Background: an optimization exercise with open tools, aiming at small area, a short achievable clock period and few clock cycles per item. Do not read the settings as production practice. Function not checked in this run: the RTL went through the layout flow alone. Power and IR drop assume default switching activity.

`flow/config.mk`:
```
export PLATFORM = sky130hd
export DESIGN_NAME = apply_front
export DESIGN_NICKNAME = apply_front
export VERILOG_FILES = /design/flow/design.v
export SDC_FILE = /design/flow/constraint.sdc
export NUM_CORES = 4
export LEC_CHECK = 0
export CAP_MARGIN = 20
export CORE_MARGIN = 2
export CORE_UTILIZATION = 40
export SETUP_SLACK_MARGIN = 3.0
export SLEW_MARGIN = 20
```
`flow/constraint.sdc`:
```
create_clock -name core_clock -period 5.5 [get_ports {clk}]
set_input_delay 1.1000 -clock core_clock [delete_from_list [all_inputs] [get_ports {clk}]]
set_output_delay 1.1000 -clock core_clock [all_outputs]
set_load 0.01 [all_outputs]
```
`flow/design.v`:
```
`timescale 1ns/1ps
module stage_buffer #(
	parameter int W = 38
)
(
	input logic clk,
	input logic reset,
	input logic in_valid,
	output logic in_ready,
	input logic [W-1:0] in_data,
	output logic out_valid,
	input logic out_ready,
	output logic [W-1:0] out_data
);
	logic full;
	logic [W-1:0] data;
	assign in_ready = !full || out_ready;
	always_ff @(posedge clk)
	begin
		if (reset)
			full <= 1'b0;
		else if (in_ready)
			full <= in_valid;
	end
	always_ff @(posedge clk)
	begin
		if (in_valid && in_ready)
			data <= in_data;
	end
	assign out_valid = full;
	assign out_data = data;
endmodule
`timescale 1ns/1ps
module terminal_check (
	input logic [1:0] op,
	input logic [16-1:0] f,
	input logic [16-1:0] g,
	output logic hit,
	output logic [1:0] rsel,  
	output logic swap,  
	output logic need_f,  
	output logic need_g,
	output logic shared  
);
	localparam logic [1:0] R_FALSE = 2'd0;
	localparam logic [1:0] R_TRUE = 2'd1;
	localparam logic [1:0] R_F = 2'd2;
	localparam logic [1:0] R_G = 2'd3;
	logic f_nz;
	logic g_nz;
	logic f_false;
	logic f_true;
	logic g_false;
	logic g_true;
	logic same;
	logic compl;
	logic exist;
	assign f_nz = (f[16-1:1] != '0);
	assign g_nz = (g[16-1:1] != '0);
	assign f_false = !f_nz && !f[0];
	assign f_true = !f_nz && f[0];
	assign g_false = !g_nz && !g[0];
	assign g_true = !g_nz && g[0];
	assign shared = (f[16-1:1] == g[16-1:1]);
	assign same = shared && (f[0] == g[0]);
	assign compl = shared && (f[0] != g[0]);
	assign exist = (op == 2'd3);
	always_comb
	begin
		{hit, rsel} = {1'b0, R_FALSE};
		case (op)
			2'd0:
			begin
				if (f_false || g_false)
					{hit, rsel} = {1'b1, R_FALSE};
				else if (f_true)
					{hit, rsel} = {1'b1, R_G};
				else if (g_true || same)
					{hit, rsel} = {1'b1, R_F};
				else if (compl)
					{hit, rsel} = {1'b1, R_FALSE};
			end
			2'd1:
			begin
				if (f_true || g_true)
					{hit, rsel} = {1'b1, R_TRUE};
				else if (f_false)
					{hit, rsel} = {1'b1, R_G};
				else if (g_false || same)
					{hit, rsel} = {1'b1, R_F};
				else if (compl)
					{hit, rsel} = {1'b1, R_TRUE};
			end
			2'd2:
			begin
				if (same)
					{hit, rsel} = {1'b1, R_FALSE};
				else if (compl)
					{hit, rsel} = {1'b1, R_TRUE};
				else if (f_false)
					{hit, rsel} = {1'b1, R_G};
				else if (g_false)
					{hit, rsel} = {1'b1, R_F};
			end
			default:  
			begin
				if (!f_nz)
					{hit, rsel} = {1'b1, R_F};
			end
		endcase
	end
	assign swap = !hit && !exist && (f > g);
	assign need_f = exist || (f_nz && g_nz);
	assign need_g = !exist && !shared;
endmodule
`timescale 1ns/1ps
module var_fetch_ctrl #(
	parameter int PW = 2,  
	parameter int TW = 2  
)
(
	input logic clk,
	input logic reset,
	input logic in_valid,
	output logic in_ready,
	input logic [3-1:0] in_id,
	input logic in_negate,
	input logic [1:0] in_op,
	input logic [16-1:0] in_f,
	input logic [16-1:0] in_g,
	input logic in_hit,
	input logic [1:0] in_rsel,
	input logic in_swap,
	input logic in_need_f,
	input logic in_need_g,
	input logic in_shared,
	output logic mem_req_valid,
	input logic mem_req_ready,
	output logic [16-2:0] mem_req_node,
	input logic mem_resp_valid,
	input logic [8-1:0] mem_resp_var,
	output logic [8-1:0] qvar,
	input logic qbit,
	output logic out_valid,
	input logic out_ready,
	output logic [3-1:0] out_id,
	output logic out_negate,
	output logic [1:0] out_op,
	output logic [16-1:0] out_f,
	output logic [16-1:0] out_g,
	output logic out_hit,
	output logic [16-1:0] out_result,
	output logic [8-1:0] out_top,
	output logic out_fetch_f,
	output logic out_fetch_g,
	output logic out_quantify
);
	localparam int N = 1 << PW;
	localparam int IW = 16;
	localparam int VW = 8;
	logic [N-1:0][3-1:0] e_id;
	logic [N-1:0] e_negate;
	logic [N-1:0][1:0] e_op;
	logic [N-1:0][IW-1:0] e_f;  
	logic [N-1:0][IW-1:0] e_g;
	logic [N-1:0] e_hit;
	logic [N-1:0][1:0] e_rsel;
	logic [N-1:0] e_swap;  
	logic [N-1:0] e_shared;
	logic [N-1:0][VW-1:0] e_top;  
	logic [N-1:0] e_ff;
	logic [N-1:0] e_fg;
	logic [N-1:0] e_q;
	logic [N-1:0] e_pf;  
	logic [N-1:0] e_pg;
	logic [N-1:0] e_wf;  
	logic [N-1:0] e_wg;
	localparam logic [1:0] K_G = 2'd0;  
	localparam logic [1:0] K_F_MORE = 2'd1;  
	localparam logic [1:0] K_F = 2'd2;  
	localparam logic [1:0] K_F_SHARED = 2'd3;  
	localparam int T = 1 << TW;
	logic [T-1:0][PW-1:0] tg_idx;
	logic [T-1:0][1:0] tg_kind;
	logic [TW:0] tw;
	logic [TW:0] tr;
	logic t_full;
	logic [PW:0] wp;  
	logic [PW:0] ip;  
	logic [PW:0] rp;  
	logic [PW:0] wp_next;
	logic [PW:0] rp_next;
	logic alloc;
	logic [PW-1:0] wi;
	logic [PW-1:0] ii;
	logic [PW-1:0] ri;
	logic g_valid;
	logic g_pf;
	logic g_pg;
	logic g_avail;
	logic g_load;
	logic rq_open;
	logic rq_free;
	logic [IW-2:0] g_node;
	logic [1:0] g_kind;
	logic i_adv;
	logic in_pf;
	logic in_pg;
	logic b_load;
	logic [IW-2:0] b_node;
	logic [1:0] b_kind;
	logic b_adv;
	logic [PW-1:0] ti;
	logic [1:0] t_kind;
	logic second;  
	logic [VW-1:0] first_var;  
	logic le;
	logic ge;
	logic is_none;
	logic [VW-1:0] f_top;
	logic f_ff;
	logic f_fg;
	logic f_upd;
	logic rr_upd;  
	logic [VW-1:0] rr_var;
	logic [PW-1:0] rr_ti;
	logic r_done;
	logic o_load;
	logic o_q;
	assign wi = wp[PW-1:0];
	assign ii = ip[PW-1:0];
	assign ri = rp[PW-1:0];
	assign alloc = in_valid && in_ready;
	assign wp_next = wp + alloc;
	assign rp_next = rp + o_load;
	assign t_full = (tw[TW] != tr[TW]) && (tw[TW-1:0] == tr[TW-1:0]);
	assign rq_open = !mem_req_valid || mem_req_ready;
	assign rq_free = rq_open && (!t_full || mem_resp_valid);
	assign g_valid = (ip != wp);
	assign g_pf = e_pf[ii];
	assign g_pg = e_pg[ii];
	assign g_avail = g_valid && (g_pf || g_pg);
	assign g_load = g_avail && rq_free;
	assign g_node = (g_pf ^ e_swap[ii]) ? e_f[ii][IW-1:1] : e_g[ii][IW-1:1];
	assign g_kind = !g_pf ? K_G : g_pg ? K_F_MORE : e_shared[ii] ? K_F_SHARED : K_F;
	assign i_adv = g_valid && (!(g_pf || g_pg) || (g_load && !(g_pf && g_pg)));
	assign in_pf = !in_hit && in_need_f;
	assign in_pg = !in_hit && in_need_g;
	assign b_load = alloc && !g_valid && rq_free && (in_pf || in_pg);
	assign b_node = (in_pf ^ in_swap) ? in_f[IW-1:1] : in_g[IW-1:1];
	assign b_kind = !in_pf ? K_G : in_pg ? K_F_MORE : in_shared ? K_F_SHARED : K_F;
	assign b_adv = alloc && !g_valid && (b_load ? !(in_pf && in_pg) : !(in_pf || in_pg));
	assign ti = tg_idx[tr[TW-1:0]];
	assign t_kind = tg_kind[tr[TW-1:0]];
	assign le = (mem_resp_var <= first_var);
	assign ge = (first_var <= mem_resp_var);
	assign is_none = (mem_resp_var == {8{1'b1}});
	always_comb
	begin
		f_top = mem_resp_var;
		f_ff = 1'b1;
		f_fg = 1'b1;
		f_upd = 1'b1;
		case (t_kind)
			K_G:
				if (second)
				begin
					f_top = le ? mem_resp_var : first_var;
					f_ff = ge;
					f_fg = le;
					f_upd = le;
				end
				else
					f_ff = is_none;
			K_F:
				f_fg = is_none;
			default: ;
		endcase
	end
	assign qvar = rr_var;
	assign r_done = (rp != ip) && !(e_wf[ri] || e_wg[ri]);
	assign o_load = r_done && (!out_valid || out_ready);
	assign o_q = (rr_upd && rr_ti == ri) ? qbit : e_q[ri];
	always_ff @(posedge clk)
	begin
		rr_var <= mem_resp_var;
		rr_ti <= ti;
		if (mem_resp_valid)
			first_var <= mem_resp_var;
		if (g_load)
			mem_req_node <= g_node;
		else if (b_load)
			mem_req_node <= b_node;
		if (reset)
		begin
			rr_upd <= 1'b0;
			second <= 1'b0;
			wp <= '0;
			ip <= '0;
			rp <= '0;
			tw <= '0;
			tr <= '0;
			in_ready <= 1'b1;
			mem_req_valid <= 1'b0;
			out_valid <= 1'b0;
		end
		else
		begin
			rr_upd <= mem_resp_valid && f_upd;
			if (mem_resp_valid)
				second <= (t_kind == K_F_MORE);
			wp <= wp_next;
			rp <= rp_next;
			in_ready <= !((wp_next[PW] != rp_next[PW]) && (wp_next[PW-1:0] == rp_next[PW-1:0]));
			if (i_adv || b_adv)
				ip <= ip + 1'b1;
			if (rq_open)
				mem_req_valid <= g_load || b_load;
			if (g_load || b_load)
				tw <= tw + 1'b1;
			if (mem_resp_valid)
				tr <= tr + 1'b1;
			if (o_load)
				out_valid <= 1'b1;
			else if (out_ready)
				out_valid <= 1'b0;
		end
	end
	always_ff @(posedge clk)
	begin
		for (int i = 0; i < T; i++)
		begin
			if ((g_load || b_load) && tw[TW-1:0] == i)
			begin
				tg_idx[i] <= g_load ? ii : wi;
				tg_kind[i] <= g_load ? g_kind : b_kind;
			end
		end
	end
	always_ff @(posedge clk)
	begin
		for (int i = 0; i < N; i++)
		begin
			if (alloc && wi == i)
			begin
				e_id[i] <= in_id;
				e_negate[i] <= in_negate;
				e_op[i] <= in_op;
				e_f[i] <= in_f;
				e_g[i] <= in_g;
				e_hit[i] <= in_hit;
				e_rsel[i] <= in_rsel;
				e_swap[i] <= in_swap;
				e_shared[i] <= in_shared;
			end
		end
	end
	always_ff @(posedge clk)
	begin
		for (int i = 0; i < N; i++)
		begin
			if (reset)
			begin
				e_pf[i] <= 1'b0;
				e_pg[i] <= 1'b0;
				e_wf[i] <= 1'b0;
				e_wg[i] <= 1'b0;
			end
			else if (alloc && wi == i)
			begin
				e_pf[i] <= in_pf && !b_load;
				e_pg[i] <= in_pg && !(b_load && !in_pf);
				e_wf[i] <= b_load && in_pf;
				e_wg[i] <= b_load && !in_pf;
			end
			else
			begin
				if (g_load && ii == i)
				begin
					if (g_pf)
					begin
						e_pf[i] <= 1'b0;
						e_wf[i] <= 1'b1;
					end
					else
					begin
						e_pg[i] <= 1'b0;
						e_wg[i] <= 1'b1;
					end
				end
				if (mem_resp_valid && ti == i)
				begin
					if (t_kind == K_G)
						e_wg[i] <= 1'b0;
					else
						e_wf[i] <= 1'b0;
				end
			end
		end
	end
	always_ff @(posedge clk)
	begin
		for (int i = 0; i < N; i++)
		begin
			if (mem_resp_valid && ti == i)
			begin
				e_top[i] <= f_top;
				e_ff[i] <= f_ff;
				e_fg[i] <= f_fg;
			end
			if (rr_upd && rr_ti == i)
				e_q[i] <= qbit;
		end
	end
	always_ff @(posedge clk)
	begin
		if (o_load)
		begin
			out_id <= e_id[ri];
			out_negate <= e_negate[ri];
			out_op <= e_op[ri];
			out_hit <= e_hit[ri];
			if (e_swap[ri])
			begin
				out_f <= e_g[ri];
				out_g <= e_f[ri];
			end
			else
			begin
				out_f <= e_f[ri];
				out_g <= e_g[ri];
			end
			case (e_rsel[ri])
				2'd0: out_result <= {16{1'b0}};
				2'd1: out_result <= {{(16-1){1'b0}}, 1'b1};
				2'd2: out_result <= e_f[ri];
				default: out_result <= e_g[ri];
			endcase
			out_top <= e_hit[ri] ? {8{1'b1}} : e_top[ri];
			out_fetch_f <= !e_hit[ri] && e_ff[ri];
			out_fetch_g <= !e_hit[ri] && e_fg[ri];
			out_quantify <= !e_hit[ri] && o_q && (e_op[ri] != 2'd0);
		end
	end
endmodule
`timescale 1ns/1ps
module quantify_table (
	input logic clk,
	input logic reset,
	input logic cfg_write,
	input logic [8-1:0] cfg_address,
	input logic [32-1:0] cfg_wdata,
	input logic [8-1:0] qvar,
	output logic qbit
);
	localparam int SEL_W = $clog2((256 / 32));
	logic [(256 / 32)-1:0][32-1:0] words;
	logic [32-1:0] qword;
	always_ff @(posedge clk)
	begin
		for (int i = 0; i < (256 / 32); i++)
		begin
			if (reset)
				words[i] <= '0;
			else if (cfg_write && cfg_address == i)
				words[i] <= cfg_wdata;
		end
	end
	assign qword = words[qvar[8-1:5]];
	assign qbit = qword[qvar[4:0]];
endmodule
`timescale 1ns/1ps
module apply_front (
	input logic clk,
	input logic reset,
	input logic in_valid,
	output logic in_ready,
	input logic [3-1:0] in_id,
	input logic in_negate,
	input logic [1:0] in_op,
	input logic [16-1:0] in_f,
	input logic [16-1:0] in_g,
	output logic var_req_valid,
	input logic var_req_ready,
	output logic [16-2:0] var_req_node,
	input logic var_resp_valid,
	input logic [8-1:0] var_resp_var,
	input logic cfg_write,
	input logic [8-1:0] cfg_address,
	input logic [32-1:0] cfg_wdata,
	output logic out_valid,
	input logic out_ready,
	output logic [3-1:0] out_id,
	output logic out_negate,
	output logic [1:0] out_op,
	output logic [16-1:0] out_f,
	output logic [16-1:0] out_g,
	output logic out_hit,
	output logic [16-1:0] out_result,
	output logic [8-1:0] out_top,
	output logic out_fetch_f,
	output logic out_fetch_g,
	output logic out_quantify
);
	logic hit;
	logic [1:0] rsel;
	logic swap;
	logic need_f;
	logic need_g;
	logic shared;
	logic [8-1:0] qvar;
	logic qbit;
	terminal_check terminal_check_i (
		.op(in_op), .f(in_f), .g(in_g),
		.hit(hit), .rsel(rsel), .swap(swap),
		.need_f(need_f), .need_g(need_g), .shared(shared)
	);
	var_fetch_ctrl var_fetch_ctrl_i (
		.clk(clk), .reset(reset),
		.in_valid(in_valid), .in_ready(in_ready),
		.in_id(in_id), .in_negate(in_negate), .in_op(in_op), .in_f(in_f), .in_g(in_g),
		.in_hit(hit), .in_rsel(rsel), .in_swap(swap),
		.in_need_f(need_f), .in_need_g(need_g), .in_shared(shared),
		.mem_req_valid(var_req_valid), .mem_req_ready(var_req_ready),
		.mem_req_node(var_req_node), .mem_resp_valid(var_resp_valid),
		.mem_resp_var(var_resp_var),
		.qvar(qvar), .qbit(qbit),
		.out_valid(out_valid), .out_ready(out_ready),
		.out_id(out_id), .out_negate(out_negate), .out_op(out_op),
		.out_f(out_f), .out_g(out_g), .out_hit(out_hit), .out_result(out_result),
		.out_top(out_top), .out_fetch_f(out_fetch_f), .out_fetch_g(out_fetch_g),
		.out_quantify(out_quantify)
	);
	quantify_table quantify_table_i (
		.clk(clk), .reset(reset),
		.cfg_write(cfg_write), .cfg_address(cfg_address), .cfg_wdata(cfg_wdata),
		.qvar(qvar), .qbit(qbit)
	);
endmodule
```
`flow/run.sh`:
```
#!/bin/bash
# synth_recipe.tcl (not shown) runs the flow's synth.tcl, then flattens the netlist and writes it again
# the make line also repeats each setting of config.mk as NAME=value (left out here)
make -C /OpenROAD-flow-scripts/flow DESIGN_CONFIG=/design/flow/config.mk WORK_HOME=/design/flow/orfs CLKGATE_MAP_FILE= SYNTH_SCRIPT=/design/flow/synth_recipe.tcl finish
```
==> notes.md <==
Congestion Overflow GR=0; Synth Net Count=2498; hold_sp=quantify_table_i.words[46]; PortBufs=176; clock latency (worst-skew pair)=0.61 ns; final slew viol count=0; # fillers=5782; global-route wire length before repair=119.2 mm; Die Span Y=approximately 270 um; core area=slightly below 0.07 mm^2; Seq/Total Area, Yosys=57.24%; Area Overhead vs Synth=25.72%; Initial DRT Pass Iterations=6; Initial Util=approximately 40%; Req. time, crit path=5.85 ns; post-route clock period utilization=54.30%; Layout Cell Area excl Fill=0.03445 mm^2; flops & latches, synth=623; vias in the first global route=19660; fin util=51.02%; crit path from=in_g[11]; Top FF cell, synth=edfxtp_1; drt initial violations=around 1500; Final HPWL DP=~46 mm; final hold violation count=0; largest net degree at the start of global routing=111; Post-Place Setup Slack=between 0.8 and 0.9 ns; antenna viol nets, final=0; share of layout cells above drive strength 1=between 20% and 30%; DR WL/cell=22.62 um; cts hold-fix bufs=0; IR drop worst, VDD=0.0005060 V; Final setup viols=0; vias per inst=5.648; Leak=11.78 nW; io pins=between 150 and 200; Tot Pwr=~15 mW; r2r startpoint=var_fetch_ctrl_i.ip[0]; Min-Delay Path Class=reg -> reg; routed via count=19810; actual slew at the worst max-slew pin=0.8392 ns; Post-synth EDFFs=about 320; Distinct cells, synth=just under 70; min cycle time layout=2.987 ns; Crit Path Max Fanout=8; Total Neg Setup Slack=0 ns; GRT Total Usage=22.10%; # rows=95; CTS Sinks=between 600 and 700; footprint of the multi-input gates=roughly 0.012 mm^2; CP arrival=3.34 ns; CTS Buf Count=69; Netlist Area Pre-Place=0.02740 mm^2; Setup CP Type=in -> reg; fmax=334.8 MHz; Syn Area/Cell=about 12 um^2; routability cong.=0.8564; Die Width=between 200 and 300 um; Nets=around 2700; initial antenna violation count=5; sum of routed wire length over all layers=79.34 mm; clock-pin transition on the worst setup and hold timing paths=about 0.060 ns; CTS tree=built; Async SR Flop Fraction=0%; Root Buffer=clkbuf_16; worst setup margin=~2.5 ns; post-synthesis cell count=about 2400; Setup crit start kind=primary input; RSZ-0062 raised after global routing=true; Synthesis Warnings=3; Worst setup EP type=flop; slew margin rel.=44.05%; clock skew=0.02939 ns; Max clock buf depth=3; status=finished clean; DRC=0; max cap viols=0; die area=just over 0.07 mm^2; pwr/cell area=421.5 mW/mm^2; register area=0.01572 mm^2; Placed Area=0.03028 mm^2; H-Tree Depth=3
-- layout by cell type (no fill, tap or decap), drive strengths merged, types with 5 or more instances in the layout --
cell / instances
nand3: 11
clkdlybuf4s50: 38
nor2b: 28
or2: 9
nor4: 15
clkinv: 16
nor3: 29
o221a: 15
clkinvlp: 7
or3: 5
mux2: 58
and3: 7
inv: 40
a211oi: 20
dfxtp: 302
xnor2: 13
nand2b: 14
nand4: 11
o21ai: 21
and3b: 5
nor3b: 8
xor2: 10
clkbuf: 107
nand2: 555
edfxtp: 321
dlygate4sd2: 92
nand3b: 10
a21o: 6
mux2i: 38
o22ai: 24
nor2: 81
buf: 178
a21oi: 316
ha: 37
mux4: 140
-- final timing paths --
path | slack [ns] | end | cells past startpoint
worst max-delay path | 2.51 | var_fetch_ctrl_i.mem_req_node[11] | 10
worst min register to register | 0.45 | quantify_table_i.words[46] | 2
worst max register to register | 2.71 | var_fetch_ctrl_i.mem_req_node[9] | 7
worst min-delay path | 0.45 | quantify_table_i.words[46] | 2
-- synthesized netlist by cell type, drive strengths merged, types with 2 or more instances --
library cell / instances / share of area, %
a2111oi: 3 / 0.096
a211oi: 20 / 0.55
a21o: 6 / 0.16
a21oi: 316 / 5.8
a31oi: 4 / 0.091
and2: 2 / 0.046
and3: 6 / 0.14
and3b: 3 / 0.096
buf: 51 / 0.98
clkbuf: 135 / 2.0
dfxtp: 302 / 22
edfxtp: 321 / 35
ha: 37 / 1.7
inv: 41 / 0.56
mux2: 58 / 2.4
mux2i: 38 / 1.4
mux4: 140 / 12
nand2: 555 / 7.6
nand2b: 14 / 0.32
nand3: 11 / 0.20
nand3b: 10 / 0.27
nand4: 11 / 0.33
nor2: 81 / 1.1
nor2b: 28 / 0.64
nor3: 29 / 0.55
nor3b: 8 / 0.22
nor4: 15 / 0.49
nor4b: 3 / 0.096
o211ai: 3 / 0.082
o21ai: 21 / 0.38
o221a: 15 / 0.62
o221ai: 3 / 0.096
o22ai: 24 / 0.60
o31ai: 3 / 0.082
o41ai: 4 / 0.16
or2: 9 / 0.21
or3: 4 / 0.091
xnor2: 13 / 0.42
xor2: 10 / 0.32
-- flip-flops by register name, indices dropped and copies added, names as in the netlist, 8 cells and up --
register / cells
quantify_table_i.words: 256
var_fetch_ctrl_i.e_f: 64
var_fetch_ctrl_i.e_g: 64
var_fetch_ctrl_i.e_id: 12
var_fetch_ctrl_i.e_op: 8
var_fetch_ctrl_i.e_rsel: 8
var_fetch_ctrl_i.e_top: 32
var_fetch_ctrl_i.first_var: 8
var_fetch_ctrl_i.mem_req_node: 15
var_fetch_ctrl_i.out_f: 16
var_fetch_ctrl_i.out_g: 16
var_fetch_ctrl_i.out_result: 16
var_fetch_ctrl_i.out_top: 8
var_fetch_ctrl_i.rr_var: 8
var_fetch_ctrl_i.tg_idx: 8
var_fetch_ctrl_i.tg_kind: 8
-- per-stage QoR --
step	hold slack (ns)	cells
5_1_grt	0.4682	3507
2_1_floorplan	0.4318	2368
4_1_cts	0.4498	3468
3_5_place_dp	0.4421	3269
3_3_place_gp	0.4382	3269
6_report	0.4500	3507
-- timing repair --
item	4_1_cts	5_1_grt
buffers inserted	66	35
pin swaps	46	39
endpoints found under the setup margin	724	444
cloned	8	0
gates resized for setup	502	89
-- kinds of logic after synthesis --
group / share of synthesized area [%]
AO/OA/AOI/OAI: 8.968
AND/OR/NAND/NOR: 12.56
XOR/XNOR: 0.7351
multiplexers: 15.28
adder cells (fa/ha/maj): 1.689
flip-flops: 57.24
buffers and inverters: 3.525
-- routing by layer --
layer	global-route usage (%)	up-vias	part of all wire, %
met5	0	-	0.016
met4	8.989	2	3.8
met3	4.298	165	6.3
met2	37.46	746	49
met1	27.77	9892	40
li1	-	9002	-
-- cell type report --
class                           instances  share of cell area (%)
Tap cell                              873                   3.171
Timing Repair Buffer                  318                   9.269
Clock inverter                         24                  0.6756
Clock buffer                          101                   5.873
Inverter                               41                  0.5811
Timing Repair inverter                  1                 0.03269
Sequential cell                       623                   45.65
Antenna cell                            4                 0.02906
Multi-Input combinational cell       1522                   34.72
-- power breakdown --
part / internal [mW] / switching [mW] / leakage, nW
combinational: 1.79 / 2.17 / 5.25
clock: 2.70 / 1.87 / 1.09
sequential: 5.71 / 0.277 / 5.43
-- worst max-delay path: stages --
cell	delay (ns)
buf_12	0.09
inv_4	0.03
ha_4	0.26
nand4_1	0.14
buf_4	0.17
and2b_1	0.15
o31a_2	0.37
mux2i_4	0.23
or3_4	0.50
o221a_1	0.28

[re-timing with driven ports]
In the flow no input, the clock included, has a driving cell. The finished layout below was timed again as built, in two steps. Step 1, drivers: a clkbuf_16 drives clk and a buf_2 each remaining input, both assumed. Step 2 moves the port delays by t, midway between the first and last clock arrival at a register: inputs arrive t later, outputs are due t later. That takes back most of the time a late clock gives input paths. a / b / c = ideal ports / drivers / drivers and shift; a / b = the first two.
t (ns): 0.653
setup WS [ns]: 2.513 / 2.488 / 1.834
hold WS [ns]: 0.450 / 0.450 / 0.450
clock arrival spread, ns: 0.033 / 0.033
After both steps this run still meets setup and hold. For this run, drivers alone change the setup slack by -0.025 ns; drivers and shift together by -0.679 ns.
